What follows belongs to an exercise in optimizing a design on an open flow for small area, a short achievable clock period and few clock cycles per item; a production flow would make more cautious choices.
The RTL was checked by simulation tests, not by an equivalence proof against the original design.
Power figures rest on the tool's default switching activity, not on a simulated workload.

==> flow/design.v (excerpt) <==
module word_tokenizer_fnv1a_hasher_top #(
  parameter int unsigned LENGTH_WIDTH = wtok_pkg::LENGTH_WIDTH_DEF
) (
  input  logic   clk,
  input  logic   rst,
  input  logic   byte_valid,
  output logic   byte_ready,
  input  wtok_pkg::byte_t  byte_data,
  output logic   token_valid,
  input  logic   token_ready,
  output wtok_pkg::token_t token_data
);
  localparam logic [1:0] C_NONE = 2'd0;
  localparam logic [1:0] C_WORD = 2'd1;
  localparam logic [1:0] C_LF   = 2'd2;
  localparam logic [1:0] C_END  = 2'd3;
  logic [1:0]  ib_cls;
  logic        ib_b7;
  logic                    in_word;
  logic [31:0]             hash_r;
  logic [LENGTH_WIDTH-1:0] len_r;
  logic                    last_r;
  logic [1:0]  e_pre;
  logic        w_own;
  logic        e_post;
  logic        rdy_nt;
  logic        rdy_t;
  logic        e_front;
  logic        word_end;
  logic        imm_w;
  logic        take;
  logic        w_now;       
  logic        w_give;      
  logic        ok;
  logic        hash_upd;
  logic        hash_clr;
  logic        byte_xfer;
  logic        in_space;
  logic [1:0]  in_cls;
  logic [6:0]  in_low;
  logic [31:0] mix_out;
  logic [31:0] mixed;
  logic [6:0]  hlo_n;
  logic        w_next_nt;   
  logic        w_next_t;    
  logic [1:0]  ib_cls_n;
  logic        in_word_n;
  logic [1:0]  e_pre_n;
  logic        w_own_n;
  logic        e_post_n;
  logic        ok_nt_n;
  logic        ok_t_n;
  assign e_front     = (e_pre != 2'd0);
  assign word_end    = in_word && ib_cls[1];
  assign imm_w       = word_end && !e_front;
  assign token_valid = e_front || w_own || imm_w;
  assign take        = token_valid && token_ready;
  assign token_data.word_hash   = e_front ? EOS_HASH : hash_r;
  assign token_data.word_length = e_front ? EOS_LENGTH : 16'(len_r);
  assign token_data.is_eos      = e_front;
  assign token_data.last        = e_front || (w_own ? last_r : ib_cls[0]);
  assign byte_ready = rdy_nt || (token_ready && rdy_t);
  assign byte_xfer  = byte_valid && byte_ready;
  wtok_room u_room (
    .cls(ib_cls), .in_word(in_word), .e_pre(e_pre), .w_own(w_own),
    .e_post(e_post), .take(take), .ok(ok)
  );
  always_comb begin
    w_now    = imm_w && token_ready;
    w_give   = take && !e_front && w_own;
  ...
For scale: ~65 I/O pins.
export LEC_CHECK = 0
export ABC_AREA = 1
export CAP_MARGIN = 20
export CORE_MARGIN = 2
export CORE_UTILIZATION = 40
export CTS_BUF_LIST = sky130_fd_sc_hd__clkbuf_8
export CTS_CLUSTER_SIZE = 20
export GPL_ROUTABILITY_DRIVEN = 0
export PLACE_DENSITY = 0.7
export SETUP_SLACK_MARGIN = 2.8
export SLEW_MARGIN = 20
create_clock -name core_clock -period 6.5 [get_ports {clk}]
standard.sh (not shown) runs the stock make flow with config.mk's settings and CLKGATE_MAP_FILE= SYNTH_SCRIPT=/design/flow/synth_recipe.tcl, a recipe that flattens the netlist after the stock synthesis.
==> flow/flow/run.sh <==
#!/bin/bash
# Layout flow: the standard flow, with two changes between its steps.
#  1. After the standard synthesis, flow/fapol.py re-chooses the polarity of
#     each full adder cell (a full adder is self-dual) to drop the inverters
#     that Yosys's adder extraction leaves between them, and turns an xor2
#     with one inverted input into an xnor2 (or back). Registers and all
#     other cells are untouched.
#  2. Ports are buffered with sky130_fd_sc_hd__buf_1 instead of the
#     flow's default buffer cell (every port still gets its own buffer).
# Each tool's output goes to a log file of its own in this folder.
set -euo pipefail
R=orfs/results/sky130hd/word_tokenizer_fnv1a_hasher_top/base
bash standard.sh synth > 1_standard_synth.log 2>&1
cp $R/1_2_yosys.v 1_2_yosys.standard.v
python3 flow/fapol.py 1_2_yosys.standard.v $R/1_2_yosys.v > 2_fapol.log 2>&1
touch $R/1_2_yosys.v
bash standard.sh BUFFER_PORTS_ARGS="-buffer_cell sky130_fd_sc_hd__buf_1" finish > 3_standard_finish.log 2>&1
Other scripts of this flow, unchanged in this note and not shown: flow/flow/fapol.py
The first run passed the timing, design-rule and antenna checks.
Testbench counts at the start, summed over its fixed seeds: cycles 24,016, bytes 24,000.
Rerun with:
--- a/flow/config.mk
+++ b/flow/config.mk
@@ -14 +13,0 @@
-export GPL_ROUTABILITY_DRIVEN = 0
Effect: The new run completed without violations. Routed wire length does not change. Global-route usage does not change. Final cell count stays the same. Core utilization is unchanged. Hold slack is unchanged. Final area stays the same. Synthesized area does not change. Total power does not change.
Rerun with:
--- a/flow/config.mk
+++ b/flow/config.mk
@@ -14,2 +14,3 @@
-export PLACE_DENSITY = 0.7
-export SETUP_SLACK_MARGIN = 2.8
+export GPL_TIMING_DRIVEN = 0
+export PLACE_DENSITY = 0.8
+export SETUP_SLACK_MARGIN = 2.7
Effect: Final cell count increases by 1.2%. Worst setup slack got worse by 58 ps. Global-route usage increases by 1.4 points. Final area decreases by 0.85%. Sequential power increases by about 1%. Via count increases by 4.8%. Count of clock-buffer cells in the layout increases by 2. Critical path depth decreases by 4. Area after synthesis stays the same. Die area does not change.
Rerun with:
--- a/flow/config.mk
+++ b/flow/config.mk
@@ -9,0 +10,2 @@
+export CELL_PAD_IN_SITES_DETAIL_PLACEMENT = 0
+export CELL_PAD_IN_SITES_GLOBAL_PLACEMENT = 0
@@ -14 +15,0 @@
-export GPL_TIMING_DRIVEN = 0
Effect: The changed run finished with timing, DRC and antenna clean; first-iteration DRC count shrinks by 17%; die area does not change; routed wire length went down by 7.7%; clock skew is higher by 4.0 ps; global-route usage decreases by 1.2 points.

[separate check: timing with driven ports]
In the flow no input, the clock included, has a driving cell. The finished layouts below were timed again as built, in two steps. Step 1, drivers: a clkbuf_16 drives clk and a buf_2 each remaining input, both assumed. Step 2 times the ports against the registers' clock, not the clock port: input delays grow and output delays shrink by t, the midpoint of the rising clock arrivals with the driver on. a / b / c = ideal / step 1 / step 2; a / b = the first two.
run	t, ns	setup WS [ns]	hold slack, ns	worst setup path after step 2	worst data-port slew with drivers (ns)
the first run	0.397	2.897 / 2.897 / 2.871	0.500 / 0.500 / 0.500	input to register	0.03
the second run	0.397	2.897 / 2.897 / 2.871	0.500 / 0.500 / 0.500	input to register	0.03
the third run	0.388	2.839 / 2.839 / 2.839	0.516 / 0.516 / 0.516	register to register	0.03
the fourth run	0.394	2.878 / 2.878 / 2.839	0.502 / 0.502 / 0.502	input to register	0.03
After both steps every run listed still meets setup and hold. For the fourth run, which loses most, drivers alone change the setup slack by 0.000 ns; drivers and shift together by -0.039 ns.
